From an optimization exercise on the open Yosys and OpenROAD flow, aimed at small area, a short achievable clock period and few clock cycles per item; shortcuts taken in it are not production practice.
No functional check of the RTL was part of any run shown here.
Power and IR drop assume default switching activity.

## design.v

```verilog
`default_nettype none
module mul_div_unit (
   input  logic        clk,
   input  logic        reset,
   input  logic        req_valid,
   input  logic        req_op,
   input  logic        req_in_1_signed,
   input  logic        req_in_2_signed,
   input  logic        req_out_sel,
   input  logic [31:0] req_in_1,
   input  logic [31:0] req_in_2,
   output logic        req_ready,
   output logic        resp_valid,
   output logic [31:0] resp_result
);
   localparam logic [1:0] PH_STEP = 2'd0;
   localparam logic [1:0] PH_F1   = 2'd1;
   localparam logic [1:0] PH_F2   = 2'd2;
   localparam logic [1:0] PH_F3   = 2'd3;
   logic        busy_q;
   logic [1:0]  ph_q;
   logic [4:0]  cnt_q;
   logic        op_q;       
   logic        sel_q;      
   logic        fa_q;       
   logic        bx_q;       
   logic        nr_q;       
   logic        ys1_q, ys2_q, yneg_q, cin_q, xdiv_q;
   logic [33:0] acc_q;
   logic [31:0] lo_q;
   logic [31:0] b_q;
   logic        ys1_d, ys2_d, yneg_d, cin_d, xdiv_d;
   logic [33:0] acc_d;
   logic [31:0] lo_d;
   logic [31:0] b_d;
   logic [1:0]  ph_d;
   logic        done;
   logic        acc_force;
   function automatic logic [2:0] booth(input logic [2:0] w);
      booth[0] = w[1] ^ w[0];                        
      booth[1] = (w[2] ^ w[1]) & ~(w[1] ^ w[0]);     
      booth[2] = w[2] & ~(w[1] & w[0]);              
   endfunction
   logic [34:0] bext, ymag, y, x, s;
   logic [35:0] sum;
   logic        q;
   assign bext = {{3{bx_q}}, b_q};
   assign ymag = ({35{ys1_q}} & bext) | ({35{ys2_q}} & {bext[33:0], 1'b0});
   assign y    = ymag ^ {35{yneg_q}};
   assign x    = xdiv_q ? {acc_q[32], acc_q[32:0], lo_q[31]} : {acc_q[33], acc_q};
   assign sum  = {x, 1'b1} + {y, cin_q};
   assign s    = sum[35:1];
   assign q    = (s[34] == fa_q);
   logic       step, last, in_a_neg, in_b_neg;
   logic [2:0] bd_in, bd_lo;
   assign step     = (ph_q == PH_STEP);
   assign last     = step & (cnt_q == 5'd0);
   assign in_a_neg = req_in_1_signed & req_in_1[31];
   assign in_b_neg = req_in_1_signed & req_in_2[31];
   assign bd_in    = booth({req_in_1[1:0], 1'b0});
   assign bd_lo    = booth(lo_q[3:1]);
   logic zero_acc;
   assign zero_acc = (acc_q == 34'd0);
   always_comb begin
      ph_d      = ph_q;
      done      = 1'b0;
      ys1_d     = 1'b0;
      ys2_d     = 1'b0;
      yneg_d    = 1'b0;
      cin_d     = 1'b0;
      xdiv_d    = 1'b0;
      acc_force = 1'b0;
      b_d       = b_q;
      acc_d     = s[33:0];
      lo_d      = s[31:0];
      case (ph_q)
         PH_STEP: begin
            if (!op_q) begin
               acc_d = {s[34], s[34:2]};
               lo_d  = {s[1:0], lo_q[31:2]};
               {yneg_d, ys2_d, ys1_d} = bd_lo;
               cin_d = bd_lo[2];
            end else begin
               lo_d   = {lo_q[30:0], q};
               ys1_d  = 1'b1;
               yneg_d = (s[34] == bx_q);
               cin_d  = (s[34] == bx_q);
               xdiv_d = 1'b1;
            end
            if (last) begin
               xdiv_d = 1'b0;
               ys2_d  = 1'b0;
               ph_d   = PH_F1;
               if (!op_q) begin
                  ys1_d  = fa_q;
                  yneg_d = 1'b0;
                  cin_d  = 1'b0;
                  done   = ~sel_q;
               end else begin
                  ys1_d  = s[34];
                  yneg_d = s[34] & bx_q;
                  cin_d  = s[34] & bx_q;
                  done   = ~sel_q & ~fa_q & ~nr_q;
               end
            end
         end
         PH_F1: begin
            if (!op_q) begin
               done = 1'b1;
            end else if (sel_q) begin
               done = ~fa_q;
               ph_d = PH_F2;
            end else begin
               b_d = lo_q;
               if (fa_q) begin
                  ph_d = PH_F2;
               end else begin
                  ph_d      = PH_F3;
                  acc_force = 1'b1;
                  ys1_d     = 1'b1;
                  yneg_d    = nr_q;
                  cin_d     = nr_q;
               end
            end
         end
         PH_F2: begin
            ph_d = PH_F3;
            if (sel_q) begin
               ys1_d  = ~zero_acc;
               yneg_d = ~zero_acc & ~bx_q;
               cin_d  = ~zero_acc & ~bx_q;
            end else begin
               acc_force = 1'b1;
               ys1_d     = 1'b1;
               yneg_d    = nr_q;
               cin_d     = nr_q ^ zero_acc;
            end
         end
         default: begin
            done = 1'b1;
         end
      endcase
   end
   always_ff @(posedge clk) begin
      if (reset) begin
         busy_q     <= 1'b0;
         resp_valid <= 1'b0;
      end else if (!busy_q) begin
         busy_q     <= req_valid;
         resp_valid <= 1'b0;
      end else begin
         busy_q     <= ~done;
         resp_valid <= done;
      end
   end
   always_ff @(posedge clk) begin
      if (!busy_q) begin
         ph_q   <= PH_STEP;
         cnt_q  <= req_op ? 5'd31 : 5'd15;
         op_q   <= req_op;
         sel_q  <= req_out_sel;
         fa_q   <= req_op ? in_a_neg : (~req_in_1_signed & req_in_1[31]);
         bx_q   <= (req_op ? req_in_1_signed : req_in_2_signed) & req_in_2[31];
         nr_q   <= (in_a_neg ^ in_b_neg) & (req_in_2 != 32'd0);
         xdiv_q <= req_op;
         if (req_op) begin
            ys1_q  <= 1'b1;
            ys2_q  <= 1'b0;
            yneg_q <= ~(in_a_neg ^ in_b_neg);
            cin_q  <= ~(in_a_neg ^ in_b_neg);
         end else begin
            {yneg_q, ys2_q, ys1_q} <= bd_in;
            cin_q  <= bd_in[2];
         end
         acc_q  <= {34{req_op & in_a_neg}};
         lo_q   <= req_in_1;
         b_q    <= req_in_2;
      end else begin
         ph_q   <= ph_d;
         cnt_q  <= cnt_q - 5'd1;
         xdiv_q <= xdiv_d;
         ys1_q  <= ys1_d;
         ys2_q  <= ys2_d;
         yneg_q <= yneg_d;
         cin_q  <= cin_d;
         acc_q  <= acc_force ? 34'd0 : acc_d;
         lo_q   <= lo_d;
         b_q    <= b_d;
      end
   end
   assign req_ready   = ~busy_q;
   assign resp_result = lo_q;
endmodule
`default_nettype wire
```

## run.sh

```bash
#!/bin/bash
# synth_recipe.tcl (not shown) runs the flow's synth.tcl, then flattens the netlist and writes it again
# the make line also repeats each setting of config.mk as NAME=value (left out here)
make -C /OpenROAD-flow-scripts/flow DESIGN_CONFIG=/design/flow/config.mk WORK_HOME=/design/flow/orfs CLKGATE_MAP_FILE= SYNTH_SCRIPT=/design/flow/synth_recipe.tcl finish
```

## config.mk

```make
export PLATFORM = sky130hd
export DESIGN_NAME = mul_div_unit
export DESIGN_NICKNAME = mul_div_unit
export VERILOG_FILES = /design/flow/design.v
export SDC_FILE = /design/flow/constraint.sdc
export NUM_CORES = 4
export LEC_CHECK = 0
export CAP_MARGIN = 20
export CORE_MARGIN = 2
export CORE_UTILIZATION = 40
export SLEW_MARGIN = 20
```

## constraint.sdc

```tcl
create_clock -name core_clock -period 6.5 [get_ports {clk}]
set_input_delay 1.3000 -clock core_clock [delete_from_list [all_inputs] [get_ports {clk}]]
set_output_delay 1.3000 -clock core_clock [all_outputs]
set_load 0.01 [all_outputs]
```

==> impl_metrics.json, run 1 <==
{
  "setup-tns-final_ps": 0,
  "drt_pass1_iterations": 5,
  "hold_buffers": 0,
  "placed_area_mm2": 0.00955,
  "ys_seq_area_share_pct": 32.7,
  "nets": 1108,
  "io_buffer_count": 104,
  "root_buffer": "clkbuf_16",
  "cts_resized": 0,
  "numCtsBuffers": 17,
  "worstHoldStart": "cnt_q[0]",
  "p_leak_uw": 0.00405,
  "coreArea_mm2": 0.0203,
  "grt_overflow": 0,
  "gp_congestion": 0.887,
  "maxSlewViolCount": 0,
  "die_h_um": 148,
  "syn_area_mm2": 0.00830,
  "relSlewSlack_pct": 17.1,
  "fillers": 1938,
  "dieArea_mm2": 0.0219,
  "reg2reg_depth": 16,
  "vias_per_cell": 5.76,
  "ant_nets": 0,
  "cp.arrival_ps": 4850,
  "cts_max_level": 4,
  "p_per_area_mw_per_mm2": 487,
  "worstHoldPathCells": 1,
  "cts_tree": "yes",
  "dp_hpwl_um": 19900,
  "clock_latency_ps": 430,
  "final_hold_viol_count": 0,
  "yosysTopAreaCell": "dfxtp_1",
  "grt_usage_pct": 24.7,
  "path_class": "reg2reg",
  "crit_required_ps": 6800,
  "worst_slew_pin_slew_ps": 1230,
  "drc": 0,
  "cp-end-kind": "flop",
  "synth-async-reset-ratio_pct": 0,
  "antenna_found_initial": 0,
  "clock_path_buffers": 2,
  "routedWlPerCell_um": 21.0,
  "ys_seq_elements": 117,
  "cp_max_fo": 22,
  "design_area_mm2": 0.0102,
  "max_freq_mhz": 220,
  "rsz0062_at_grt": "no",
  "r2r_start": "ys2_q",
  "syn_nets": 1032,
  "yosys-top-cells-area": "dfxtp_1, edfxtp_1, mux2_2",
  "postSynthAreaPerCell_um2": 9.05,
  "setup_violations": 0,
  "synthCells": 917,
  "synth_warnings": 1,
  "min_period_ps": 4550,
  "rrSetupSlack_ps": 1950,
  "period_share_pct": 70.1,
  "grt_pass1_vias": 7377,
  "drtIter0Drc": 635,
  "synth_flop_cell": "dfxtp_1",
  "cts.sinks": 117,
  "wirelength_um": 26700,
  "fin_skew_ps": 10.7,
  "min_path_type": "reg2reg",
  "grt_max_degree": 54,
  "postCtsSetupRepairBufs": 0,
  "hold_end": "cnt_q[0]",
  "area_growth_pct": 22.3,
  "ys_types": 74,
  "start_kind": "flop",
  "vias": 7353,
  "yosysTopAreaCellShare_pct": 19.3,
  "initial_utilization_pct": 40.9,
  "status": "no timing/DRC/antenna violations",
  "drive_above_1_share_pct": 13.3,
  "max_cap_violations": 0,
  "pin_count": 105,
  "grt_pass1_wl_um": 41700,
  "cts.clk_slew.worst_paths_ps": 60,
  "dieWidth_um": 148,
  "r2r-end": "cin_q",
  "irDropWorstVdd_mv": 0.224,
  "num_rows": 52,
  "antenna-diode-count": 0,
  "synth_enable_flop_cells": 37
}
sequential cells by signal (all words and copies together), names as in the netlist, 2 cells and up:
register	cells
acc_q	34
b_q	32
lo_q	32
cnt_q	5
ph_q	2
worst max-delay path by stage:
stage,startpoint,end,cells after the start
after floorplan,xdiv_q,yneg_q,17
after global routing,ys2_q,yneg_q,16
final,ys2_q,cin_q,16
after CTS,ys2_q,cin_q,16
after detailed placement,ys2_q,cin_q,16
after global placement,ys2_q,cin_q,16
worst max-delay path: stages, from the launching register on:
cell	delay [ps]
dfxtp_1	900
buf_4	330
a22oi_1	100
xnor2_1	170
ha_1	390
o211ai_1	120
o211ai_1	340
nand3_1	190
a2111oi_0	430
nor2_1	160
o31a_1	420
ha_1	310
nand2_1	50
o2111ai_1	130
nand3_1	120
a21oi_1	140
o21bai_1	100
routing by layer:
layer / part of all wire, % / wire, um / track usage [%]
met4: 1.5 / 395 / 6.81
met5: 0 / 0 / 0
met3: 5.0 / 1330 / 4.02
met2: 45 / 11900 / 38.7
met1: 49 / 13100 / 35.3
cell families after synthesis:
kind of cell	Yosys count	synth area share, %
compound gates	268	22.5
xor+xnor	71	7.49
fa+ha+maj	44	6.72
buf+inv	95	4.33
flops	117	32.7
mux	99	13.1
simple gates	223	13.2
per-stage QoR:
| stage | util, % | setup slack (ps) | total power (uW) | std cells | hold slack, ps |
|---|---|---|---|---|---|
| 2_1_floorplan | - | 2730 | 3010 | 917 | 371 |
| 3_3_place_gp | 47.0 | 2130 | 3920 | 1244 | 382 |
| 3_5_place_dp | 47.0 | 2050 | 3910 | 1244 | 385 |
| 4_1_cts | 50.0 | 2060 | 4890 | 1276 | 400 |
| 5_1_grt | 50.0 | 1610 | 5230 | 1276 | 409 |
| 6_report | 50.0 | 1950 | 4940 | 1276 | 396 |
synthesized netlist by cell type, drive strengths merged, types with 20 or more instances:
cell,instances
edfxtp,37
dfxtp,80
nand2,69
nor2,49
inv,37
o21ai,61
mux2,73
ha,43
a21oi,55
clkbuf,42
nand3,20
a22oi,32
xnor2,53
mux2i,26
layout by cell type, fill, tap and decap left out, types with 37 or more instances in the layout:
cell	count
a21oi_1	54
clkdlybuf4s50_1	104
dfxtp_1	78
edfxtp_1	37
ha_1	43
mux2_2	72
nand2_1	69
nor2_1	49
o21ai_0	58
xnor2_1	53
power breakdown:
group / internal (uW) / switching, uW / leakage (uW) / total [uW]
combinational: 1110 / 1760 / 0.00271 / 2870
sequential: 922 / 186 / 0.00104 / 1110
clock: 584 / 378 / 0.000299 / 962
total: 2610 / 2330 / 0.00405 / 4940
layout make-up:
class	instances	area, um2	area share (%)
Clock buffer	22	529	5.21
Clock inverter	10	78.8	0.776
Inverter	37	139	1.37
Multi-Input combinational cell	705	5230	51.5
Sequential cell	117	2720	26.7
Tap cell	270	338	3.33
Timing Repair Buffer	115	1120	11.1
==> run 2, diff against run 1 <==
--- a/config.mk
+++ b/config.mk
@@ -8,4 +8,5 @@
 export CAP_MARGIN = 20
 export CORE_MARGIN = 2
 export CORE_UTILIZATION = 40
+export SETUP_SLACK_MARGIN = 3.5
 export SLEW_MARGIN = 20
==> run 2 against run 1 <==
Still clean on timing, DRC and antenna. Clock power fell by 1%. Register-to-register slack better by 950 ps. Sequential power about the same. Combinational power up about 70%. Synthesized area unchanged. Die area is the same. Routed wire length grew 20%. Maximum frequency rose by 26%. Synthesized cell count unchanged. Clock skew is 2.2 ps lower. Worst setup slack better by 950 ps.
==> impl_metrics.json, run 2 <==
{
  "setup_violations": 0,
  "grt_usage_pct": 28.1,
  "cp.arrival_ps": 3880,
  "start_kind": "flop",
  "final_hold_viol_count": 0,
  "dieArea_mm2": 0.0219,
  "cts_max_level": 4,
  "irDropWorstVdd_mv": 0.271,
  "die_h_um": 148,
  "drive_above_1_share_pct": 33.4,
  "maxSlewViolCount": 0,
  "postSynthAreaPerCell_um2": 9.05,
  "coreArea_mm2": 0.0203,
  "synth_warnings": 1,
  "grt_overflow": 0,
  "reg2reg_depth": 16,
  "drc": 0,
  "antenna-diode-count": 0,
  "design_area_mm2": 0.0123,
  "status": "no timing/DRC/antenna violations",
  "ys_seq_elements": 117,
  "clock_latency_ps": 430,
  "synth_flop_cell": "dfxtp_1",
  "syn_nets": 1032,
  "placed_area_mm2": 0.00966,
  "p_leak_uw": 0.00480,
  "area_growth_pct": 47.7,
  "grt_pass1_wl_um": 46700,
  "path_class": "reg2reg",
  "routedWlPerCell_um": 23.5,
  "synth_commonest_cells": "dfxtp_1, mux2_2, nand2_1",
  "nets": 1192,
  "wirelength_um": 32000,
  "worstHoldPathCells": 1,
  "setup-tns-final_ps": 0,
  "grt_max_degree": 44,
  "dp_hpwl_um": 20000,
  "cp-end-kind": "flop",
  "yosys-top-cells-area": "dfxtp_1, edfxtp_1, mux2_2",
  "grt_pass1_vias": 7850,
  "synth_most_common_cell": "dfxtp_1",
  "cp_max_fo": 6,
  "vias": 8313,
  "period_share_pct": 55.4,
  "cts_tree": "yes",
  "max_freq_mhz": 277,
  "hold-worst-slack_ps": 394,
  "syn_area_mm2": 0.00830,
  "rsz0062_at_grt": "yes",
  "yosysTopAreaCell": "dfxtp_1",
  "regMostFlops": "acc_q",
  "min_path_type": "reg2reg",
  "cts.sinks": 117,
  "worst_slew_pin_slew_ps": 970,
  "layout_commonest_cell": "clkdlybuf4s50_1",
  "ys_seq_area_share_pct": 32.7,
  "num_rows": 52,
  "max_cap_violations": 0,
  "synth_enable_flop_cells": 37,
  "gp_congestion": 0.903,
  "clock_path_buffers": 2,
  "yosysTopAreaCellShare_pct": 19.3,
  "ant_nets": 0,
  "pin_count": 105,
  "largestRegisters": "acc_q (34), b_q (32), lo_q (32)",
  "initial_utilization_pct": 40.9,
  "largest_register_ff_count": 34,
  "synthCells": 917,
  "p_per_area_mw_per_mm2": 564,
  "io_buffer_count": 104,
  "antenna_found_initial": 0,
  "root_buffer": "clkbuf_16",
  "final_cell_mix": "clkdlybuf4s50_1, dfxtp_1, buf_4, mux2_2, nand2_1",
  "synth-async-reset-ratio_pct": 0,
  "cts.clk_slew.worst_paths_ps": 60,
  "crit_required_ps": 6780,
  "ys_types": 74,
  "fin_skew_ps": 8.46,
  "vias_per_cell": 6.11,
  "min_period_ps": 3600,
  "numCtsBuffers": 17,
  "dieWidth_um": 148,
  "drt_pass1_iterations": 6,
  "drtIter0Drc": 837,
  "relSlewSlack_pct": 35.1
}
[run 2: cells by family after synthesis]
kind of cell / after synthesis / synth area share, %
AO/OA/AOI/OAI: 268 / 22.5
AND/OR/NAND/NOR: 223 / 13.2
flip-flops: 117 / 32.7
multiplexers: 99 / 13.1
buffers and inverters: 95 / 4.33
XOR/XNOR: 71 / 7.49
adder cells (fa/ha/maj): 44 / 6.72
[run 2: stage by stage]
| step | worst slack, ps | util, % | std cells | total power, uW |
|---|---|---|---|---|
| floorplan | 3220 | - | 917 | 3130 |
| global placement | 2140 | 47.6 | 1242 | 4010 |
| detailed placement | 2250 | 47.6 | 1242 | 4010 |
| CTS | 3030 | 57.1 | 1328 | 6020 |
| global route | 2790 | 60.4 | 1360 | 7200 |
| finish | 2900 | 60.4 | 1360 | 6920 |
[run 2: worst max-delay path: stages, from the launching register on]
cell and delay, ps:
dfxtp_4 430, buf_12 140, buf_16 110, mux2_4 310, ha_4 270, buf_12 130
a21oi_4 180, nand2_2 90, a221oi_4 430, o21ai_4 150, a2111oi_4 390, buf_4 210
o41ai_2 90, xor2_1 200, buf_4 160, a21oi_2 100, o21ai_1 60
[run 2: layout make-up]
| class | instances | area, um2 |
|---|---|---|
| Inverter | 37 | 139 |
| Sequential cell | 117 | 2730 |
| Clock buffer | 20 | 489 |
| Clock inverter | 12 | 103 |
| Tap cell | 270 | 338 |
| Fill cell | 1609 | 8040 |
| Multi-Input combinational cell | 705 | 6410 |
| Timing Repair Buffer | 199 | 2050 |
[run 2: path summary, 6_finish.rpt]
kind,from,endpoint,slack [ps]
max,xdiv_q,acc_q[32],2900
min,cnt_q[0],cnt_q[0],390
max reg2reg,xdiv_q,acc_q[32],2900
min reg2reg,cnt_q[0],cnt_q[0],390
[run 2: repair_timing]
item	in CTS	in global routing
cloned	5	0
buffers inserted	49	32
pin swaps	57	46
endpoints found under the setup margin	62	62
resized for setup	144	85
hold buffers	0	0
[run 2: layer usage]
layer / vias up / share of wire (%) / wire length [um] / track usage, %
li1: 3736 / - / - / -
met1: 4009 / 43 / 13600 / 38.5
met2: 451 / 44 / 14200 / 42.5
met3: 117 / 8.3 / 2640 / 6.63
met4: 0 / 4.8 / 1550 / 11.7
met5: - / 0 / 0 / 0
[run 2: power breakdown]
group          switching, uW  total (uW)  internal [uW]
sequential               176        1100            924
combinational           2640        4870           2230
clock                    394         949            555
==> run 3, diff against run 2 <==
--- a/config.mk
+++ b/config.mk
@@ -5,6 +5,7 @@
 export SDC_FILE = /design/flow/constraint.sdc
 export NUM_CORES = 4
 export LEC_CHECK = 0
+export ABC_CLOCK_PERIOD_IN_PS = 2500
 export CAP_MARGIN = 20
 export CORE_MARGIN = 2
 export CORE_UTILIZATION = 40
==> run 3 against run 2 <==
Still clean on timing, DRC and antenna. Clock skew did not move. Worst setup slack unchanged. Synthesized area stayed put. Non-clock buffer count did not move. Design area unchanged. Global-route usage stayed put. Critical path depth stayed put. Total power unchanged. First-iteration DRC count unchanged. Via count is the same. Worst hold slack unchanged. Sequential cell count unchanged. Critical path type unchanged. Largest power group unchanged. Highest routed layer unchanged.
==> impl_metrics.json, run 3 <==
{
  "status": "no timing/DRC/antenna violations",
  "area_growth_pct": 47.7,
  "crit_required_ps": 6780,
  "cts.clk_slew.worst_paths_ps": 60,
  "critical_path.max_stage_delay_ps": 430,
  "grt_max_degree": 44,
  "synthCells": 917,
  "ant_nets": 0,
  "fin_skew_ps": 8.46,
  "synth_commonest_cells": "dfxtp_1, mux2_2, nand2_1",
  "max_cap_violations": 0,
  "drt_pass1_iterations": 6,
  "nets": 1192,
  "synth_flop_cell": "dfxtp_1",
  "p_leak_uw": 0.00480,
  "cp-end-kind": "flop",
  "min_period_ps": 3600,
  "cp.arrival_ps": 3880,
  "antenna-diode-count": 0,
  "dieArea_mm2": 0.0219,
  "gp_congestion": 0.903,
  "clock_path_buffers": 2,
  "p_per_area_mw_per_mm2": 564,
  "synth_warnings": 1,
  "dieWidth_um": 148,
  "final_hold_viol_count": 0,
  "layout_commonest_cell": "clkdlybuf4s50_1",
  "routedWlPerCell_um": 23.5,
  "maxSlewViolCount": 0,
  "grt_pass1_wl_um": 46700,
  "design_area_mm2": 0.0123,
  "period_share_pct": 55.4,
  "cts_tree": "yes",
  "startpoint": "xdiv_q",
  "largestRegisters": "acc_q (34), b_q (32), lo_q (32)",
  "grt_overflow": 0,
  "initial_utilization_pct": 40.9,
  "wirelength_um": 32000,
  "ys_types": 74,
  "ys_seq_elements": 117,
  "coreArea_mm2": 0.0203,
  "start_kind": "flop",
  "yosysTopAreaCellShare_pct": 19.3,
  "final_cell_mix": "clkdlybuf4s50_1, dfxtp_1, buf_4, mux2_2, nand2_1",
  "r2r_start": "xdiv_q",
  "synth_most_common_cell": "dfxtp_1",
  "syn_nets": 1032,
  "yosysTopAreaCell": "dfxtp_1",
  "synth-async-reset-ratio_pct": 0,
  "synth_enable_flop_cells": 37,
  "postLayoutCoreUtil_pct": 60.4,
  "die_h_um": 148,
  "max_freq_mhz": 277,
  "rsz0062_at_grt": "yes",
  "cts_max_level": 4,
  "placed_area_mm2": 0.00966,
  "drive_above_1_share_pct": 33.4,
  "slowest_stage": "dfxtp_4",
  "syn_area_mm2": 0.00830,
  "root_buffer": "clkbuf_16",
  "drc": 0,
  "cp_max_fo": 6,
  "io_buffer_count": 104,
  "vias": 8313,
  "path_class": "reg2reg",
  "worst_slew_pin_slew_ps": 970,
  "worstHoldStart": "cnt_q[0]",
  "postSynthAreaPerCell_um2": 9.05,
  "largest_register_ff_count": 34,
  "relSlewSlack_pct": 35.1,
  "dp_hpwl_um": 20000,
  "setup-tns-final_ps": 0,
  "regMostFlops": "acc_q",
  "grt_pass1_vias": 7850,
  "antenna_found_initial": 0,
  "yosys-top-cells-area": "dfxtp_1, edfxtp_1, mux2_2",
  "grt_usage_pct": 28.1,
  "setup_violations": 0,
  "clock_latency_ps": 430,
  "irDropWorstVdd_mv": 0.271,
  "pin_count": 105,
  "drtIter0Drc": 837,
  "min_path_type": "reg2reg",
  "cp_cell_sequence": "buf_12, buf_16, mux2_4, ha_4, buf_12, a21oi_4, nand2_2, a221oi_4, o21ai_4, a2111oi_4, buf_4, o41ai_2, xor2_1, buf_4, a21oi_2, o21ai_1",
  "num_rows": 52,
  "cts.sinks": 117,
  "numCtsBuffers": 17,
  "ys_seq_area_share_pct": 32.7,
  "vias_per_cell": 6.11
}
## run 3: cell counts after synthesis
Identical to the previous run, type by type.
## run 3: cells by family after synthesis
kind of cell,Yosys count,synth area share (%)
AO/OA/AOI/OAI,268,22.5
XOR/XNOR,71,7.49
adder cells (fa/ha/maj),44,6.72
buffers and inverters,95,4.33
flip-flops,117,32.7
multiplexers,99,13.1
AND/OR/NAND/NOR,223,13.2
## run 3: routing by layer
metal	wire, um	share of wire [%]	vias to the layer above	global-route usage, %
li1	-	-	3736	-
met1	13600	43	4009	38.5
met2	14200	44	451	42.5
met3	2640	8.3	117	6.63
met4	1550	4.8	0	11.7
met5	0	0	-	0
## run 3: what timing repair did
action / in CTS / in global routing
hold buffers: 0 / 0
resized for setup: 144 / 85
setup endpoints to repair: 62 / 62
buffers inserted: 49 / 32
pin swaps: 57 / 46
cloned: 5 / 0
endpoints found under the hold margin: 0 / 0
## run 3: cell type report
type                            instances  area [um2]
Timing Repair Buffer                  199        2050
Tap cell                              270         338
Inverter                               37         139
Clock buffer                           20         489
Clock inverter                         12         103
Fill cell                            1609        8040
Multi-Input combinational cell        705        6410
Sequential cell                       117        2730
## run 3: final timing paths
check / to / slack [ps] / depth (start not counted)
min reg2reg: cnt_q[0] / 390 / 1
max reg2reg: acc_q[32] / 2900 / 16
max: acc_q[32] / 2900 / 16
min: cnt_q[0] / 390 / 1
## run 3: power breakdown
part	switching, uW	internal [uW]	total [uW]
registers	176	924	1100
logic	2640	2230	4870
clock network	394	555	949
## run 3: per-stage QoR
stage	cells	power, uW	setup slack (ps)	hold WS [ps]
3_5_place_dp	1242	4010	2250	386
4_1_cts	1328	6020	3030	401
3_3_place_gp	1242	4010	2140	382
6_report	1360	6920	2900	394
5_1_grt	1360	7200	2790	408
2_1_floorplan	917	3130	3220	371
## run 3: critical path: cells and delay by family (launching register included)
| kind | cells | cell delay (ps) |
|---|---|---|
| and+or+nand+nor | 1 | 90 |
| adders and majority gates | 1 | 270 |
| DFF | 1 | 430 |
| xor gates and xnor gates | 1 | 200 |
| muxes | 1 | 310 |
| buffers and inverters | 5 | 750 |
| AOI/OAI and AO/OA | 7 | 1400 |
==> run 4, diff against run 3 <==
--- a/design.v
+++ b/design.v
@@ -25,6 +25,7 @@
    logic        fa_q;       
    logic        bx_q;       
    logic        nr_q;       
+   logic        lead_q;     
    logic        ys1_q, ys2_q, yneg_q, cin_q, xdiv_q;
    logic [33:0] acc_q;
    logic [31:0] lo_q;
@@ -36,6 +37,9 @@
    logic [1:0]  ph_d;
    logic        done;
    logic        acc_force;
+   logic [4:0]  cnt_d;
+   logic        lead_d;
+   logic        skip;
    function automatic logic [2:0] booth(input logic [2:0] w);
       booth[0] = w[1] ^ w[0];                        
       booth[1] = (w[2] ^ w[1]) & ~(w[1] ^ w[0]);     
@@ -61,8 +65,11 @@
    assign bd_lo    = booth(lo_q[3:1]);
    logic zero_acc;
    assign zero_acc = (acc_q == 34'd0);
+   assign skip = lead_q & (lo_q[31:28] == {4{fa_q}}) & (cnt_q[4:2] != 3'd0);
    always_comb begin
       ph_d      = ph_q;
+      cnt_d     = cnt_q - 5'd1;
+      lead_d    = 1'b0;
       done      = 1'b0;
       ys1_d     = 1'b0;
       ys2_d     = 1'b0;
@@ -80,6 +87,15 @@
                lo_d  = {s[1:0], lo_q[31:2]};
                {yneg_d, ys2_d, ys1_d} = bd_lo;
                cin_d = bd_lo[2];
+            end else if (skip) begin
+               lo_d      = {lo_q[27:0], 4'd0};
+               acc_force = 1'b1;
+               cnt_d     = cnt_q - 5'd4;
+               lead_d    = 1'b1;
+               ys1_d     = 1'b1;
+               yneg_d    = yneg_q;
+               cin_d     = cin_q;
+               xdiv_d    = 1'b1;
             end else begin
                lo_d   = {lo_q[30:0], q};
                ys1_d  = 1'b1;
@@ -163,6 +179,7 @@
          bx_q   <= (req_op ? req_in_1_signed : req_in_2_signed) & req_in_2[31];
          nr_q   <= (in_a_neg ^ in_b_neg) & (req_in_2 != 32'd0);
          xdiv_q <= req_op;
+         lead_q <= req_op & (req_in_2 != 32'd0);
          if (req_op) begin
             ys1_q  <= 1'b1;
             ys2_q  <= 1'b0;
@@ -177,13 +194,14 @@
          b_q    <= req_in_2;
       end else begin
          ph_q   <= ph_d;
-         cnt_q  <= cnt_q - 5'd1;
+         cnt_q  <= cnt_d;
+         lead_q <= lead_d;
          xdiv_q <= xdiv_d;
          ys1_q  <= ys1_d;
          ys2_q  <= ys2_d;
          yneg_q <= yneg_d;
          cin_q  <= cin_d;
-         acc_q  <= acc_force ? 34'd0 : acc_d;
+         acc_q  <= acc_force ? {34{fa_q & step}} : acc_d;
          lo_q   <= lo_d;
          b_q    <= b_d;
       end
--- a/config.mk
+++ b/config.mk
@@ -5,9 +5,8 @@
 export SDC_FILE = /design/flow/constraint.sdc
 export NUM_CORES = 4
 export LEC_CHECK = 0
-export ABC_CLOCK_PERIOD_IN_PS = 2500
 export CAP_MARGIN = 20
 export CORE_MARGIN = 2
 export CORE_UTILIZATION = 40
-export SETUP_SLACK_MARGIN = 3.5
+export CTS_BUF_LIST = sky130_fd_sc_hd__clkbuf_4
 export SLEW_MARGIN = 20
==> run 4 against run 3 <==
Core utilization decreased by 13 points. Sequential cell count up 1. Critical path depth fell by 2. Clock power is 42% lower. Synthesized cell count increased by 12%. Register-to-register slack got worse by 1100 ps. Via count fell by 0.77%. Worst hold slack gained 160 ps. Design area shrank 16%. Non-clock buffer count down 84. Combinational power is 41% lower. Die area is 6.5% higher. Largest cell class unchanged.
==> impl_metrics.json, run 4 <==
{
  "largest_register_ff_count": 34,
  "final_cell_mix": "nor2_1, clkdlybuf4s50_1, a21oi_1, dfxtp_1, mux2_2",
  "cp_max_fo": 19,
  "ys_seq_area_share_pct": 31.3,
  "fillers": 2148,
  "irDropWorstVdd_mv": 0.184,
  "largestRegisters": "acc_q (34), b_q (32), lo_q (32)",
  "synth_most_common_cell": "nor2_1",
  "crit_required_ps": 6800,
  "min_path_type": "reg2reg",
  "gp_congestion": 0.889,
  "cts_resized": 0,
  "yosysTopAreaCell": "dfxtp_1",
  "clock_latency_ps": 550,
  "grt_max_degree": 66,
  "vias_per_cell": 5.95,
  "grt_usage_pct": 24.6,
  "pin_count": 105,
  "wirelength_um": 29000,
  "worstHoldPathCells": 3,
  "grt_overflow": 0,
  "clock_path_buffers": 2,
  "worstHoldStart": "cnt_q[2]",
  "num_rows": 54,
  "synth_commonest_cells": "nor2_1, a21oi_1, dfxtp_1",
  "postLayoutCoreUtil_pct": 47.5,
  "p_leak_uw": 0.00415,
  "hold_buffers": 0,
  "synth_warnings": 1,
  "cp.arrival_ps": 5050,
  "io_buffer_count": 104,
  "dieArea_mm2": 0.0233,
  "max_cap_violations": 0,
  "nets": 1208,
  "synthCells": 1027,
  "ys_seq_elements": 118,
  "vias": 8249,
  "fin_skew_ps": 20.3,
  "period_share_pct": 73.0,
  "antenna_found_initial": 1,
  "ys_types": 71,
  "cts.sinks": 118,
  "max_freq_mhz": 211,
  "area_growth_pct": 16.7,
  "setup_violations": 0,
  "initial_utilization_pct": 40.7,
  "cts.clk_slew.worst_paths_ps": 110,
  "drive_above_1_share_pct": 12.3,
  "drc": 0,
  "die_h_um": 153,
  "rrSetupSlack_ps": 1750,
  "coreArea_mm2": 0.0218,
  "routedWlPerCell_um": 20.9,
  "reg2reg_depth": 14,
  "synth_flop_cell": "dfxtp_1",
  "postCtsSetupRepairBufs": 0,
  "p_per_area_mw_per_mm2": 440,
  "synth_enable_flop_cells": 41,
  "syn_area_mm2": 0.00885,
  "status": "no timing/DRC/antenna violations",
  "root_buffer": "clkbuf_4",
  "relSlewSlack_pct": 31.7,
  "worst_slew_pin_slew_ps": 1020,
  "path_class": "reg2reg",
  "hold_end": "cnt_q[2]",
  "start_kind": "flop",
  "grt_pass1_vias": 7818,
  "setup-tns-final_ps": 0,
  "dp_hpwl_um": 21500,
  "final_hold_viol_count": 0,
  "ant_nets": 0,
  "syn_nets": 1143,
  "cts_tree": "yes",
  "layout_commonest_cell": "nor2_1",
  "drtIter0Drc": 752,
  "dieWidth_um": 153,
  "rsz0062_at_grt": "no",
  "hold-worst-slack_ps": 553,
  "cp-end-kind": "flop",
  "r2r-end": "yneg_q",
  "yosys-top-cells-area": "dfxtp_1, edfxtp_1, mux2_2",
  "cts_max_level": 4,
  "maxSlewViolCount": 0,
  "grt_pass1_wl_um": 45200,
  "drt_pass1_iterations": 5,
  "yosysTopAreaCellShare_pct": 17.4,
  "min_period_ps": 4750,
  "r2r_start": "xdiv_q",
  "postSynthAreaPerCell_um2": 8.62,
  "synth-async-reset-ratio_pct": 0,
  "regMostFlops": "acc_q",
  "numCtsBuffers": 17
}
-- run 4: changes by cell type after synthesis, moves of 6 or more --
| cell | before | now |
|---|---|---|
| inv_1 | 36 | 27 |
| clkbuf_1 | 42 | 60 |
| a21o_1 | 17 | 11 |
| nor2_1 | 49 | 114 |
| xnor2_1 | 53 | 59 |
| nor2b_1 | 19 | 5 |
| mux2i_1 | 26 | 36 |
| a21oi_1 | 54 | 96 |
| o21ai_2 | 1 | 12 |
| a31oi_1 | 1 | 14 |
| buf_1 | 14 | 3 |
| nand3_1 | 20 | 14 |
| o21ai_0 | 58 | 48 |
-- run 4: stage by stage --
stage	instance area, um2	setup slack [ps]	power [uW]	instances
after floorplan	8850	2490	3060	1027
after global placement	10000	1840	3920	1353
after detailed placement	10000	1860	3910	1353
after CTS	10300	1830	4480	1385
after global routing	10300	1390	4860	1386
final	10300	1750	4540	1386
-- run 4: kinds of logic (layout without fill, tap and decap cells) --
logic type      count (synthesis)  in the layout  share of synthesized area (%)
flops                         118            118                           31.3
xor+xnor                       73             73                           7.22
compound gates                312            312                           23.2
other cells                     0              1                              0
mux                           105            105                           12.8
simple gates                  276            276                           14.4
buf+inv                        98            176                           4.52
fa+ha+maj                      45             45                           6.44
-- run 4: layout make-up --
type | instances | area, um2 | share of cell area [%]
tap | 280 | 350 | 3.39
sequential | 118 | 2780 | 26.9
timing repair buffer | 115 | 1120 | 10.9
multi-input combinational | 811 | 5680 | 55.0
antenna | 1 | 2.50 | 0.0242
clock buffer | 19 | 143 | 1.38
clock inverter | 13 | 138 | 1.33
inverter | 29 | 109 | 1.05
-- run 4: worst max-delay path by stage --
stage            from  endpoint  depth (start not counted)
6_report       xdiv_q    yneg_q                         14
5_1_grt        xdiv_q    yneg_q                         14
4_1_cts        xdiv_q    yneg_q                         14
3_5_place_dp   xdiv_q    yneg_q                         14
3_3_place_gp    ys1_q     cin_q                         15
2_1_floorplan  xdiv_q     cin_q                         16
-- run 4: report_power, final --
| part | switching (uW) | total, uW | internal [uW] |
|---|---|---|---|
| Sequential | 197 | 1120 | 927 |
| Combinational | 1760 | 2870 | 1110 |
| Clock | 289 | 555 | 266 |
-- run 4: metal layers --
metal	wire length (um)	vias to the layer above	track usage (%)
met5	0	-	0
met2	13000	282	37.6
met4	580	0	6.70
met3	1600	43	3.64
li1	-	3944	-
met1	13800	3980	36.0
-- run 4: worst max-delay path: stages (launching register included) --
cell	delay, ps
dfxtp_1	850
buf_4	410
mux2_2	380
ha_1	380
a21oi_1	260
o21ai_0	170
a221oi_1	340
nand2_1	190
a41o_1	320
o311ai_2	400
ha_1	190
a21oi_1	60
a21oi_1	200
a21oi_1	90
or2_2	270
==> run 5, diff against run 4 <==
--- a/config.mk
+++ b/config.mk
@@ -9,4 +9,5 @@
 export CORE_MARGIN = 2
 export CORE_UTILIZATION = 40
 export CTS_BUF_LIST = sky130_fd_sc_hd__clkbuf_4
+export SETUP_SLACK_MARGIN = 2.5
 export SLEW_MARGIN = 20
==> run 5 against run 4 <==
Maximum frequency increased by 22%. Global-route usage increased by 0.080 points. Still clean. Clock-buffer cell count decreased by 2. Synthesized area unchanged. Critical endpoint unchanged. Critical path type unchanged.
==> impl_metrics.json, run 5 <==
{
  "status": "no timing/DRC/antenna violations",
  "start_kind": "flop",
  "cp.arrival_ps": 4170,
  "path_class": "reg2reg",
  "yosys-top-cells-area": "dfxtp_1, edfxtp_1, mux2_2",
  "drc": 0,
  "setup-tns-final_ps": 0,
  "min_path_type": "reg2reg",
  "syn_area_mm2": 0.00885,
  "reg2reg_depth": 15,
  "area_growth_pct": 18.8,
  "postSynthAreaPerCell_um2": 8.62,
  "cp_num_cells": 15,
  "pin_count": 105,
  "routedWlPerCell_um": 21.0,
  "num_rows": 54,
  "worst_slew_pin_slew_ps": 1070,
  "irDropWorstVdd_mv": 0.164,
  "grt_pass1_wl_um": 45600,
  "antenna_found_initial": 0,
  "cp_cell_sequence": "buf_12, mux2_2, ha_1, a21o_1, o21bai_2, o2111a_2, o21ai_2, nand2_2, a41o_1, o311ai_4, ha_1, a21oi_1, a21oi_2, a21oi_1, or2_2",
  "r2r_start": "xdiv_q",
  "grt_overflow": 0,
  "largestRegisters": "acc_q (34), b_q (32), lo_q (32)",
  "cts.sinks": 118,
  "drt_pass1_iterations": 7,
  "min_period_ps": 3880,
  "regMostFlops": "acc_q",
  "p_leak_uw": 0.00423,
  "worstHoldStart": "cnt_q[2]",
  "fin_skew_ps": 20.4,
  "worstHoldPathCells": 3,
  "largest_register_ff_count": 34,
  "rrSetupSlack_ps": 2620,
  "numCtsBuffers": 17,
  "io_buffer_count": 104,
  "postLayoutCoreUtil_pct": 48.4,
  "critical_path_buf_inv_count": 1,
  "gp_congestion": 0.906,
  "synth_warnings": 1,
  "setup_violations": 0,
  "syn_nets": 1143,
  "grt_usage_pct": 24.7,
  "ys_seq_area_share_pct": 31.3,
  "cp-end-kind": "flop",
  "initial_utilization_pct": 40.7,
  "dp_hpwl_um": 21300,
  "final_hold_viol_count": 0,
  "ant_nets": 0,
  "root_buffer": "clkbuf_4",
  "layout_commonest_cell": "nor2_1",
  "cts_tree": "yes",
  "ys_types": 71,
  "final_cell_mix": "nor2_1, clkdlybuf4s50_1, a21oi_1, dfxtp_1, mux2_2",
  "yosysTopAreaCellShare_pct": 17.4,
  "cts.clk_slew.worst_paths_ps": 110,
  "dp_slack_ps": 2120,
  "synth_enable_flop_cells": 41,
  "max_freq_mhz": 257,
  "critical_path.max_stage_delay_ps": 400,
  "hold_buffers": 0,
  "die_h_um": 153,
  "coreArea_mm2": 0.0218,
  "p_per_area_mw_per_mm2": 443,
  "critPathTopFamily": "compound AO/OA/AOI/OAI gates",
  "nets": 1213,
  "drive_above_1_share_pct": 14.2,
  "slowest_stage": "dfxtp_4",
  "rsz0062_at_grt": "no",
  "synth_commonest_cells": "nor2_1, a21oi_1, dfxtp_1",
  "synth_flop_cell": "dfxtp_1",
  "clock_path_buffers": 2,
  "ys_seq_elements": 118,
  "clock_latency_ps": 550,
  "crit_required_ps": 6790,
  "drtIter0Drc": 689,
  "vias_per_cell": 5.96,
  "vias": 8297,
  "relSlewSlack_pct": 28.0,
  "dieWidth_um": 153,
  "hold_end": "cnt_q[2]",
  "yosysTopAreaCell": "dfxtp_1",
  "cts_max_level": 4,
  "wirelength_um": 29200,
  "max_cap_violations": 0,
  "r2r-end": "yneg_q",
  "synth-async-reset-ratio_pct": 0,
  "hold-worst-slack_ps": 557,
  "maxSlewViolCount": 0,
  "grt_max_degree": 66,
  "cp_max_fo": 17,
  "final.setup.worst_slack_ps": 2620,
  "dieArea_mm2": 0.0233,
  "synth_most_common_cell": "nor2_1",
  "period_share_pct": 59.8,
  "synthCells": 1027,
  "grt_pass1_vias": 7961
}
## run 5: cell counts after synthesis
Identical to the previous run, type by type.
## run 5: cell families after synthesis
group	synth area share [%]
compound gates	23.2
fa+ha+maj	6.44
buf+inv	4.52
mux	12.8
xor+xnor	7.22
simple gates	14.4
flops	31.3
## run 5: worst max path at each step
stage / from / end
5_1_grt: yneg_q / yneg_q
4_1_cts: xdiv_q / yneg_q
3_3_place_gp: ys1_q / yneg_q
2_1_floorplan: xdiv_q / cin_q
6_report: xdiv_q / yneg_q
3_5_place_dp: ys2_q / yneg_q
## run 5: power by group
group          total [uW]  switching (uW)  internal [uW]
combinational        2960            1800           1150
sequential           1100             172            927
clock                 601             301            300
total                4660            2280           2380
## run 5: worst min-delay path, delay by kind of cell (launching register included)
family / cells / cell delay [ps]
xor+xnor: 1 / 70
buf+inv: 1 / 80
flops: 1 / 330
simple gates: 1 / 50
## run 5: final cells by class
type                    count  area [um2]
fillers                  2153       11200
multi-input cells         811        5740
flip-flops and latches    118        2790
repair buffers            120        1210
well taps                 280         350
clock inverters            15         186
clock buffers              17         128
inverters                  29         109
diodes                      1        2.50
## run 5: layer usage
layer | vias to the layer above | routed length [um] | track usage [%] | share of wire (%)
met2 | 280 | 13400 | 39.4 | 46
met5 | - | 0 | 0 | 0
met1 | 4029 | 13700 | 34.6 | 47
met3 | 33 | 1550 | 3.98 | 5.3
met4 | 0 | 571 | 6.83 | 2.0
li1 | 3955 | - | - | -
## run 5: timing repair
action                     in CTS  in global routing
cloned                          1                  0
setup endpoints to repair       9                 10
resized for setup              10                 12
pin swaps                       1                  3
buffers inserted                1                  3
## run 5: through the flow
stage | instances | cell area (um2) | total power (uW)
finish | 1391 | 10500 | 4660
global placement | 1353 | 10000 | 3900
floorplan | 1027 | 8850 | 3060
CTS | 1387 | 10400 | 4540
detailed placement | 1353 | 10000 | 3890
global route | 1390 | 10500 | 4960
==> run 6, diff against run 5 <==
--- a/config.mk
+++ b/config.mk
@@ -5,9 +5,10 @@
 export SDC_FILE = /design/flow/constraint.sdc
 export NUM_CORES = 4
 export LEC_CHECK = 0
+export ABC_AREA = 1
 export CAP_MARGIN = 20
 export CORE_MARGIN = 2
 export CORE_UTILIZATION = 40
-export CTS_BUF_LIST = sky130_fd_sc_hd__clkbuf_4
-export SETUP_SLACK_MARGIN = 2.5
+export CTS_BUF_LIST = sky130_fd_sc_hd__clkbuf_8
+export SETUP_SLACK_MARGIN = 3.0
 export SLEW_MARGIN = 20
==> run 6 against run 5 <==
Sequential cell count stayed put. Register-to-register slack gained 590 ps. Clock skew rose by 6.1 ps. Critical endpoint unchanged. Worst hold slack worse by 71 ps. Critical path depth grew 3. Critical path type unchanged.
==> impl_metrics.json, run 6 <==
{
  "status": "no timing/DRC/antenna violations",
  "regMostFlops": "acc_q",
  "numCtsBuffers": 17,
  "synth_enable_flop_cells": 41,
  "yosysTopAreaCell": "nand2_1",
  "antenna-diode-count": 0,
  "drc": 0,
  "dieWidth_um": 160,
  "largestRegisters": "acc_q (34), b_q (32), lo_q (32)",
  "yosys-top-cells-area": "nand2_1, dfxtp_1, edfxtp_1",
  "p_total_uw": 4630,
  "layout_commonest_cell": "nand2_1",
  "synthCells": 1573,
  "maxSlewViolCount": 0,
  "pin_count": 105,
  "synth_flop_cell": "dfxtp_1",
  "clock_latency_ps": 470,
  "synth_commonest_cells": "nand2_1, inv_1, nand3_1",
  "drt_pass1_iterations": 6,
  "fillers": 2546,
  "nets": 1779,
  "setup_violations": 0,
  "max_freq_mhz": 304,
  "worst_slew_pin_slew_ps": 966,
  "grt_pass1_wl_um": 57300,
  "synth_warnings": 1,
  "ys_seq_elements": 118,
  "antenna_found_initial": 0,
  "cts_max_level": 4,
  "rsz0062_at_grt": "no",
  "routedWlPerCell_um": 18.5,
  "yosysTopAreaCellShare_pct": 21.4,
  "initial_utilization_pct": 40.4,
  "num_rows": 57,
  "final_cell_mix": "nand2_1, inv_1, nand3_1, clkdlybuf4s50_1, nor2_1",
  "drive_above_1_share_pct": 6.92,
  "path_class": "reg2reg",
  "final_hold_viol_count": 0,
  "syn_nets": 1689,
  "ant_nets": 0,
  "cts_tree": "yes",
  "io_buffer_count": 104,
  "start_kind": "flop",
  "max_cap_violations": 0,
  "grt_max_degree": 85,
  "cp.arrival_ps": 3510,
  "period_share_pct": 50.6,
  "setup-tns-final_ps": 0,
  "dp_hpwl_um": 27600,
  "gp_congestion": 0.939,
  "cts.sinks": 118,
  "grt_overflow": 0,
  "min_period_ps": 3290,
  "grt_pass1_vias": 10084,
  "final.setup.worst_slack_ps": 3210,
  "relSlewSlack_pct": 35.6,
  "clock_path_buffers": 2,
  "irDropWorstVdd_mv": 0.160,
  "p_per_area_mw_per_mm2": 395,
  "cts.clk_slew.worst_paths_ps": 100,
  "cp_max_fo": 15,
  "p_leak_uw": 0.00577,
  "wirelength_um": 37000,
  "syn_area_mm2": 0.00977,
  "area_growth_pct": 20.0,
  "die_h_um": 160,
  "dp_slack_ps": 2510,
  "synth_most_common_cell": "nand2_1",
  "coreArea_mm2": 0.0242,
  "vias_per_cell": 5.37,
  "postLayoutCoreUtil_pct": 48.5,
  "hold_buffers": 0,
  "vias": 10748,
  "root_buffer": "clkbuf_8",
  "grt_usage_pct": 28.9,
  "ys_types": 46,
  "min_path_type": "reg2reg",
  "largest_register_ff_count": 34,
  "postSynthAreaPerCell_um2": 6.21,
  "ys_seq_area_share_pct": 28.4,
  "fin_skew_ps": 26.5,
  "drtIter0Drc": 966,
  "synth-async-reset-ratio_pct": 0,
  "dieArea_mm2": 0.0257,
  "crit_required_ps": 6720,
  "cp-end-kind": "flop"
}
[run 6: power by group]
part	switching (uW)	internal, uW	leakage (uW)	total [uW]
clock	378	311	0.000197	689
sequential	129	906	0.00107	1030
combinational	1900	1010	0.00451	2910
[run 6: final timing paths]
path | from | end | slack (ps) | cells past startpoint
min reg2reg | cnt_q[2] | cnt_q[2] | 490 | 2
max | ys1_q | yneg_q | 3210 | 18
min | cnt_q[2] | cnt_q[2] | 490 | 2
max reg2reg | ys1_q | yneg_q | 3210 | 18
[run 6: kinds of logic after synthesis]
family          share of synthesized area (%)
flops                                    28.4
xor+xnor                                 4.30
compound gates                           13.4
fa+ha+maj                                5.84
buf+inv                                  10.7
mux                                     0.461
simple gates                             37.0
[run 6: worst max-delay path: stages, from the launching register on]
cell and delay (ps):
dfxtp_4 400, clkinvlp_4 120, buf_12 160, o22ai_1 210
xor2_1 100, ha_2 410, nand2_1 110, nor2_2 170
inv_1 80, nor3_1 240, nand2_2 100, nand3_1 130
nand2_1 120, ha_1 290, o22ai_1 100, a21oi_2 150
nand2_1 70, nand2_1 50, nand2_1 50
[run 6: what timing repair did]
item / 4_1_cts / 5_1_grt
endpoints found under the setup margin: 38 / 5
pin swaps: 0 / 17
setup buffers: 9 / 14
gates resized for setup: 8 / 28
gates cloned: 2 / 0
[run 6: layout make-up]
class / count / area, um2 / area share, %
multi-input cells: 1189 / 6050 / 51.7
flip-flops and latches: 118 / 2790 / 23.8
repair buffers: 138 / 1340 / 11.4
inverters: 197 / 748 / 6.38
well taps: 324 / 405 / 3.46
clock buffers: 17 / 234 / 2.00
clock inverters: 15 / 139 / 1.19
repair inverters: 2 / 15.0 / 0.128
[run 6: stage by stage]
step / cell area [um2] / cells / hold slack, ps
6_report: 11700 / 2000 / 487
5_1_grt: 11700 / 2000 / 531
4_1_cts: 11500 / 1986 / 487
3_5_place_dp: 11000 / 1943 / 463
3_3_place_gp: 11000 / 1943 / 454
2_1_floorplan: 9770 / 1573 / 442
[run 6: per-layer routing]
metal  GRT usage, %  vias to the layer above  wire length [um]
li1               -                     5324                 -
met1           41.8                     4928             17200
met2           45.7                      447             16200
met3           3.56                       49              2890
met4           7.49                        0               707
met5              0                        -                 0
==> run 7, diff against run 6 <==
--- a/config.mk
+++ b/config.mk
@@ -5,7 +5,6 @@
 export SDC_FILE = /design/flow/constraint.sdc
 export NUM_CORES = 4
 export LEC_CHECK = 0
-export ABC_AREA = 1
 export CAP_MARGIN = 20
 export CORE_MARGIN = 2
 export CORE_UTILIZATION = 40
==> run 7 against run 6 <==
Still clean. Synthesized cell count fell by 35%. Combinational power grew 27%. Via count fell by 20%. Total power grew 18%. Synthesized area decreased by 9.3%. Critical path type unchanged. Critical endpoint is now cin_q. Largest cell class unchanged.
==> impl_metrics.json, run 7 <==
{
  "final_hold_viol_count": 0,
  "grt_pass1_vias": 8154,
  "grt_overflow": 0,
  "io_buffer_count": 104,
  "nets": 1257,
  "grt_usage_pct": 25.8,
  "cp-end-kind": "flop",
  "ys_seq_area_share_pct": 31.3,
  "clock_latency_ps": 460,
  "crit_required_ps": 6700,
  "synth_flop_cell": "dfxtp_1",
  "syn_nets": 1143,
  "ys_types": 71,
  "drive_above_1_share_pct": 23.7,
  "final_cell_mix": "nor2_1, clkdlybuf4s50_1, a21oi_1, dfxtp_1, mux2_2",
  "cts_tree": "yes",
  "num_rows": 54,
  "drt_pass1_iterations": 7,
  "synth_warnings": 1,
  "pin_count": 105,
  "dr_wl_met3_um": 2230,
  "yosysTopAreaCellShare_pct": 17.4,
  "met2_length_um": 14200,
  "dieArea_mm2": 0.0233,
  "synth_most_common_cell": "nor2_1",
  "worst_slew_pin_slew_ps": 1120,
  "design_area_mm2": 0.0116,
  "vias_per_cell": 6.03,
  "min_period_ps": 3590,
  "placed_area_mm2": 0.0102,
  "routedWlPerCell_um": 21.9,
  "period_share_pct": 55.3,
  "largestRegisters": "acc_q (34), b_q (32), lo_q (32)",
  "min_path_type": "reg2reg",
  "relSlewSlack_pct": 24.8,
  "yosys-top-cells-area": "dfxtp_1, edfxtp_1, mux2_2",
  "layout_commonest_cell": "nor2_1",
  "cts.clk_slew.worst_paths_ps": 80,
  "cts.sinks": 118,
  "vias": 8652,
  "wl_met1_um": 14100,
  "syn_area_mm2": 0.00885,
  "maxSlewViolCount": 0,
  "initial_utilization_pct": 40.7,
  "postSynthAreaPerCell_um2": 8.62,
  "drc": 0,
  "dp_hpwl_um": 22000,
  "postLayoutCoreUtil_pct": 53.3,
  "max_cap_violations": 0,
  "die_h_um": 153,
  "wirelength_um": 31500,
  "clock_path_buffers": 2,
  "area_growth_pct": 30.9,
  "setup_violations": 0,
  "cp_max_fo": 8,
  "p_per_area_mw_per_mm2": 471,
  "dieWidth_um": 153,
  "gp_congestion": 0.944,
  "p_leak_uw": 0.00461,
  "ant_nets": 0,
  "synth-async-reset-ratio_pct": 0,
  "cp.arrival_ps": 3800,
  "p_total_uw": 5450,
  "synth_commonest_cells": "nor2_1, a21oi_1, dfxtp_1",
  "antenna_found_initial": 0,
  "synthCells": 1027,
  "fin_skew_ps": 16.1,
  "numCtsBuffers": 17,
  "rrSetupSlack_ps": 2910,
  "yosysTopAreaCell": "dfxtp_1",
  "root_buffer": "clkbuf_8",
  "max_freq_mhz": 278,
  "ys_seq_elements": 118,
  "rsz0062_at_grt": "yes",
  "synth_enable_flop_cells": 41,
  "grt_max_degree": 66,
  "highest-signal-layer": "met4",
  "start_kind": "flop",
  "drtIter0Drc": 698,
  "largest_register_ff_count": 34,
  "status": "no timing/DRC/antenna violations",
  "cts_max_level": 4,
  "irDropWorstVdd_mv": 0.185,
  "path_class": "reg2reg",
  "coreArea_mm2": 0.0218,
  "setup-tns-final_ps": 0,
  "grt_pass1_wl_um": 47200,
  "regMostFlops": "acc_q"
}
-- run 7: cell count changes in the layout (fill, tap and decap cells not counted), moves of 24 or more --
cell	delta
inv_1	-163
o22ai_1	-29
nand2_1	-490
nand3_1	-144
o21ai_0	-24
xor2_1	-26
xnor2_1	+33
mux2i_1	+36
mux2_2	+61
nor2_1	+31
-- run 7: repair_timing --
item                                    CTS  global route
pin swaps                                20            16
gates resized for setup                  59            58
gates cloned                              1             1
setup buffers                            26            20
hold buffers                              0             0
endpoints found under the setup margin   46            30
-- run 7: cells by family after synthesis --
| family | synth area share, % |
|---|---|
| AOI/OAI and AO/OA | 23.2 |
| xor gates and xnor gates | 7.22 |
| adders and majority gates | 6.44 |
| buffers and inverters | 4.52 |
| DFF | 31.3 |
| muxes | 12.8 |
| and+or+nand+nor | 14.4 |
-- run 7: metal layers --
metal,vias to the layer above,track usage (%)
li1,4053,-
met4,0,7.72
met3,74,3.84
met5,-,0
met2,389,40.7
met1,4136,36.7
-- run 7: area by class of cell --
class	instances	area (um2)
antenna	1	2.50
clock buffer	20	275
clock inverter	12	87.6
fill	2038	10200
inverter	29	109
multi-input combinational	811	6320
sequential	118	2790
tap	280	350
timing repair buffer	164	1650
-- run 7: path summary, 6_finish.rpt --
kind	from	to	cells past startpoint
setup reg to reg	yneg_q	cin_q	16
hold / removal	cnt_q[2]	cnt_q[2]	3
hold reg to reg	cnt_q[2]	cnt_q[2]	3
setup / recovery	yneg_q	cin_q	16
-- run 7: stage by stage --
stage | std cells | setup WS (ps) | hold WS [ps]
after CTS | 1413 | 2910 | 560
after floorplan | 1027 | 2950 | 507
after global placement | 1354 | 2010 | 535
after detailed placement | 1354 | 1950 | 543
after global routing | 1434 | 2800 | 590
final | 1435 | 2910 | 558
-- run 7: report_power, final --
group | total [uW] | leakage (uW) | internal (uW) | switching, uW
Sequential | 1100 | 0.00106 | 929 | 173
Clock | 651 | 0.000189 | 324 | 327
Combinational | 3700 | 0.00336 | 1600 | 2110
Total | 5450 | 0.00461 | 2850 | 2610
-- run 7: critical path, stage by stage, from the launching register on --
cell      delay, ps
edfxtp_1        390
buf_4           160
buf_12          140
xnor2_2         140
ha_1            330
o211ai_1        280
o21bai_4         90
o2111a_2        290
o21ai_2         150
nand2_2          90
a41o_4          250
o311ai_4        310
ha_1            210
a21oi_2          60
a21oi_2         150
a21oi_1          80
or2_4           220
==> run 8, diff against run 7 <==
--- a/design.v
+++ b/design.v
@@ -26,11 +26,11 @@
    logic        bx_q;       
    logic        nr_q;       
    logic        lead_q;     
-   logic        ys1_q, ys2_q, yneg_q, cin_q, xdiv_q;
+   logic        ys1_q, ys2_q, yneg_q, cin_q;
    logic [33:0] acc_q;
    logic [31:0] lo_q;
    logic [31:0] b_q;
-   logic        ys1_d, ys2_d, yneg_d, cin_d, xdiv_d;
+   logic        ys1_d, ys2_d, yneg_d, cin_d;
    logic [33:0] acc_d;
    logic [31:0] lo_d;
    logic [31:0] b_d;
@@ -51,7 +51,7 @@
    assign bext = {{3{bx_q}}, b_q};
    assign ymag = ({35{ys1_q}} & bext) | ({35{ys2_q}} & {bext[33:0], 1'b0});
    assign y    = ymag ^ {35{yneg_q}};
-   assign x    = xdiv_q ? {acc_q[32], acc_q[32:0], lo_q[31]} : {acc_q[33], acc_q};
+   assign x    = {acc_q[33], acc_q};
    assign sum  = {x, 1'b1} + {y, cin_q};
    assign s    = sum[35:1];
    assign q    = (s[34] == fa_q);
@@ -65,7 +65,15 @@
    assign bd_lo    = booth(lo_q[3:1]);
    logic zero_acc;
    assign zero_acc = (acc_q == 34'd0);
-   assign skip = lead_q & (lo_q[31:28] == {4{fa_q}}) & (cnt_q[4:2] != 3'd0);
+   logic [31:0] dlen;       
+   logic [33:0] vmag;
+   always_comb begin
+      dlen[31] = b_q[31] ^ bx_q;
+      for (int j = 30; j >= 0; j--) dlen[j] = dlen[j+1] | (b_q[j] ^ bx_q);
+   end
+   assign vmag = acc_q ^ {34{fa_q}};
+   assign skip = lead_q & (cnt_q[4:2] != 3'd0) & dlen[3] & (vmag[33:28] == 6'd0) &
+                 ((vmag[27:0] & ~dlen[31:4]) == 28'd0);
    always_comb begin
       ph_d      = ph_q;
       cnt_d     = cnt_q - 5'd1;
@@ -75,7 +83,6 @@
       ys2_d     = 1'b0;
       yneg_d    = 1'b0;
       cin_d     = 1'b0;
-      xdiv_d    = 1'b0;
       acc_force = 1'b0;
       b_d       = b_q;
       acc_d     = s[33:0];
@@ -88,23 +95,21 @@
                {yneg_d, ys2_d, ys1_d} = bd_lo;
                cin_d = bd_lo[2];
             end else if (skip) begin
+               acc_d     = {acc_q[29:0], lo_q[30:27]};
                lo_d      = {lo_q[27:0], 4'd0};
-               acc_force = 1'b1;
                cnt_d     = cnt_q - 5'd4;
                lead_d    = 1'b1;
                ys1_d     = 1'b1;
-               yneg_d    = yneg_q;
-               cin_d     = cin_q;
-               xdiv_d    = 1'b1;
+               yneg_d    = (fa_q == bx_q);
+               cin_d     = (fa_q == bx_q);
             end else begin
+               acc_d  = {s[32:0], lo_q[30]};
                lo_d   = {lo_q[30:0], q};
                ys1_d  = 1'b1;
                yneg_d = (s[34] == bx_q);
                cin_d  = (s[34] == bx_q);
-               xdiv_d = 1'b1;
             end
             if (last) begin
-               xdiv_d = 1'b0;
                ys2_d  = 1'b0;
                ph_d   = PH_F1;
                if (!op_q) begin
@@ -113,6 +118,7 @@
                   cin_d  = 1'b0;
                   done   = ~sel_q;
                end else begin
+                  acc_d  = s[33:0];
                   ys1_d  = s[34];
                   yneg_d = s[34] & bx_q;
                   cin_d  = s[34] & bx_q;
@@ -178,7 +184,6 @@
          fa_q   <= req_op ? in_a_neg : (~req_in_1_signed & req_in_1[31]);
          bx_q   <= (req_op ? req_in_1_signed : req_in_2_signed) & req_in_2[31];
          nr_q   <= (in_a_neg ^ in_b_neg) & (req_in_2 != 32'd0);
-         xdiv_q <= req_op;
          lead_q <= req_op & (req_in_2 != 32'd0);
          if (req_op) begin
             ys1_q  <= 1'b1;
@@ -189,19 +194,18 @@
             {yneg_q, ys2_q, ys1_q} <= bd_in;
             cin_q  <= bd_in[2];
          end
-         acc_q  <= {34{req_op & in_a_neg}};
+         acc_q  <= {{33{req_op & in_a_neg}}, req_op & req_in_1[31]};
          lo_q   <= req_in_1;
          b_q    <= req_in_2;
       end else begin
          ph_q   <= ph_d;
          cnt_q  <= cnt_d;
          lead_q <= lead_d;
-         xdiv_q <= xdiv_d;
          ys1_q  <= ys1_d;
          ys2_q  <= ys2_d;
          yneg_q <= yneg_d;
          cin_q  <= cin_d;
-         acc_q  <= acc_force ? {34{fa_q & step}} : acc_d;
+         acc_q  <= acc_force ? 34'd0 : acc_d;
          lo_q   <= lo_d;
          b_q    <= b_d;
       end
==> run 8 against run 7 <==
Sequential cell count down 1. Total power up 24%. Maximum frequency decreased by 0.44%. Routed wire length rose by 20%. Critical endpoint is now lo_q[30]. Combinational power rose by 28%. Critical path type unchanged. Critical path depth decreased by 4. Design area up 7.3%. Synthesized cell count increased by 19%. Synthesized area rose by 9.2%. Largest power group unchanged. Worst hold slack gained 16 ps. Sequential share of layout area down 2.0 points. Clock skew fell by 1.6 ps.
==> impl_metrics.json, run 8 <==
{
  "dp_hpwl_um": 25700,
  "vias_per_cell": 6.24,
  "period_share_pct": 55.5,
  "p_sw_uw": 3390,
  "p_per_area_mw_per_mm2": 545,
  "wirelength_um": 37800,
  "max_freq_mhz": 277,
  "cts_max_level": 4,
  "ys_seq_area_share_pct": 28.3,
  "rrSetupSlack_ps": 2890,
  "gp_congestion": 0.966,
  "path_class": "reg2reg",
  "synth-async-reset-ratio_pct": 0,
  "irDropWorstVdd_mv": 0.236,
  "clock_path_buffers": 2,
  "status": "no timing/DRC/antenna violations",
  "synth_enable_flop_cells": 39,
  "placed_area_mm2": 0.0109,
  "cp_max_fo": 4,
  "instances_no_fill": 1668,
  "dpl.cell_count": 1572,
  "rsz0062_at_grt": "yes",
  "routedWlPerCell_um": 22.6,
  "seqPwrFrac_pct": 18.3,
  "nets": 1451,
  "drc": 0,
  "largest_register_ff_count": 34,
  "clock_latency_ps": 470,
  "num_rows": 56,
  "area_growth_pct": 28.6,
  "worstHoldPathCells": 3,
  "syn_area_mm2": 0.00967,
  "io_buffer_count": 104,
  "root_buffer": "clkbuf_8",
  "synth_flop_cell": "dfxtp_1",
  "antenna_found_initial": 0,
  "regMostFlops": "acc_q",
  "cts_tree": "yes",
  "grt.busiest_layer": "met2",
  "grt_use_met2_pct": 43.4,
  "setup_violations": 0,
  "yosysTopAreaCell": "dfxtp_1",
  "p_leak_uw": 0.00484,
  "drt_pass1_iterations": 5,
  "grt_max_degree": 89,
  "cts.sinks": 117,
  "final_hold_viol_count": 0,
  "pwr-share-comb_pct": 70.1,
  "die_h_um": 159,
  "design_area_mm2": 0.0124,
  "fin_skew_ps": 14.4,
  "ys_types": 68,
  "postLayoutCoreUtil_pct": 52.7,
  "yosys-top-cells-area": "dfxtp_1, edfxtp_1, xnor2_1",
  "clkPwrFrac_pct": 11.6,
  "layout_commonest_cell": "nand2_1",
  "grt_pass1_vias": 9720,
  "min_period_ps": 3610,
  "dieWidth_um": 159,
  "max_cap_violations": 0,
  "start_kind": "flop",
  "cp.arrival_ps": 3940,
  "gr-usage-met1_pct": 40.5,
  "min_path_type": "reg2reg",
  "drtIter0Drc": 1138,
  "relSlewSlack_pct": 25.5,
  "synth_commonest_cells": "nand2_1, nor2_1, a21oi_1",
  "antenna-diode-count": 0,
  "largestRegisters": "acc_q (34), b_q (32), lo_q (32)",
  "reg2reg_depth": 12,
  "synthCells": 1217,
  "grt_usage_pct": 28.7,
  "ant_nets": 0,
  "grt_overflow": 0,
  "coreArea_mm2": 0.0236,
  "dieArea_mm2": 0.0254,
  "vias": 10412,
  "internal_power_uw": 3390,
  "p_total_uw": 6780,
  "cts.clk_slew.worst_paths_ps": 80,
  "cp-end-kind": "flop",
  "yosysTopAreaCellShare_pct": 16.1,
  "maxSlewViolCount": 0,
  "drive_above_1_share_pct": 18.2,
  "syn_nets": 1332,
  "synth_most_common_cell": "nand2_1",
  "swShare_pct": 50.0,
  "met3_usage_pct": 4.92,
  "pin_count": 105,
  "worst_slew_pin_slew_ps": 1110,
  "ys_seq_elements": 117,
  "hold_buffers": 0,
  "crit_required_ps": 6840,
  "postSynthAreaPerCell_um2": 7.95,
  "numCtsBuffers": 17,
  "final_cell_mix": "nand2_1, nor2_1, clkdlybuf4s50_1, a21oi_1, dfxtp_1",
  "grt_pass1_wl_um": 56900,
  "synth_warnings": 1,
  "initial_utilization_pct": 41.0,
  "setup-tns-final_ps": 0
}
==> run 8: cells by family (layout without fill, tap and decap cells) <==
kind of cell               Yosys count  in the layout  share of synthesized area [%]
AOI/OAI and AO/OA                  404            405                           27.4
adders and majority gates           44             44                           5.77
buffers and inverters              112            243                           4.98
xor gates and xnor gates           114            114                           10.3
and+or+nand+nor                    374            374                           17.4
muxes                               52             52                           5.86
DFF                                117            117                           28.3
==> run 8: per-layer routing <==
metal | wire, um | vias up
li1 | - | 4765
met1 | 16500 | 4960
met2 | 16400 | 575
met5 | 0 | -
met4 | 1400 | 0
met3 | 3470 | 112
==> run 8: final timing paths <==
kind                                from  endpoint
worst max-delay path             b_q[12]  lo_q[30]
worst min-delay path            cnt_q[2]  cnt_q[2]
worst max register to register   b_q[12]  lo_q[30]
worst min register to register  cnt_q[2]  cnt_q[2]
==> run 8: per-stage QoR <==
stage | hold WS, ps | setup slack [ps]
after floorplan | 507 | 3000
after global placement | 535 | 2040
after detailed placement | 545 | 1910
after CTS | 565 | 2880
after global routing | 625 | 2820
final | 574 | 2890
==> run 8: repair_timing <==
action / 4_1_cts / 5_1_grt
cloned: 1 / 0
setup endpoints to repair: 74 / 52
pin swaps: 29 / 35
buffers inserted: 47 / 16
resized for setup: 50 / 76
==> run 8: cell type report <==
| cell class | instances | area [um2] |
|---|---|---|
| Fill cell | 2277 | 11200 |
| Multi-Input combinational cell | 989 | 7000 |
| Sequential cell | 117 | 2750 |
| Timing Repair Buffer | 182 | 1720 |
| Tap cell | 319 | 399 |
| Clock buffer | 19 | 262 |
| Clock inverter | 13 | 196 |
| Inverter | 29 | 113 |
==> run 8: power groups by stage <==
stage	sequential (uW)	combinational (uW)	clock, uW
after floorplan	1100	2630	0
after global placement	1280	3540	0
after detailed placement	1280	3540	0
after CTS	1220	4030	795
after global routing	1250	5070	825
final	1240	4750	789
==> run 8: worst max-delay path: stages, from the launching register on <==
cell and delay [ps]:
edfxtp_1 550, a22oi_2 230, xnor2_1 100, ha_2 330, nand2_1 100, o31ai_2 240, or4b_4 510, a211o_1 300
and3_4 210, xnor2_1 490, nor2_1 170, a21oi_1 150, a21oi_1 70

==> port drivers added, routing unchanged <==
No port has a modelled driver above. Below, the same layouts with a new extraction and two added sets of constraints. Step 1 sets driving cells, clkbuf_16 on the clock port and buf_2 on the other inputs (assumed; they add their load-dependent delay and slew). Step 2 also shifts input and output timing later by t, the mid clock arrival at the registers, as if the neighbouring blocks saw the same clock. Three values: ideal, step 1, step 2; two values: the first two.
run	shift t [ns]	slack for setup (ns)	hold WS [ns]	worst data-port slew with drivers (ns)
run 1	0.474	1.946 / 1.946 / 1.946	0.396 / 0.396 / 0.396	0.05
run 2	0.469	2.896 / 2.896 / 2.896	0.394 / 0.394 / 0.394	0.05
run 3	0.469	2.896 / 2.896 / 2.896	0.394 / 0.394 / 0.394	0.05
run 4	0.578	1.755 / 1.755 / 1.755	0.553 / 0.553 / 0.553	0.04
run 5	0.577	2.616 / 2.616 / 2.616	0.557 / 0.557 / 0.557	0.04
run 6	0.507	3.210 / 3.210 / 3.210	0.487 / 0.487 / 0.487	0.05
run 7	0.496	2.908 / 2.908 / 2.782	0.558 / 0.558 / 0.558	0.05
run 8	0.509	2.892 / 2.892 / 2.892	0.574 / 0.574 / 0.574	0.05
After both steps setup and hold are still met in every run listed. The setup slack of run 7, which loses most, moves by 0.000 ns with the drivers and by -0.126 ns with both steps.
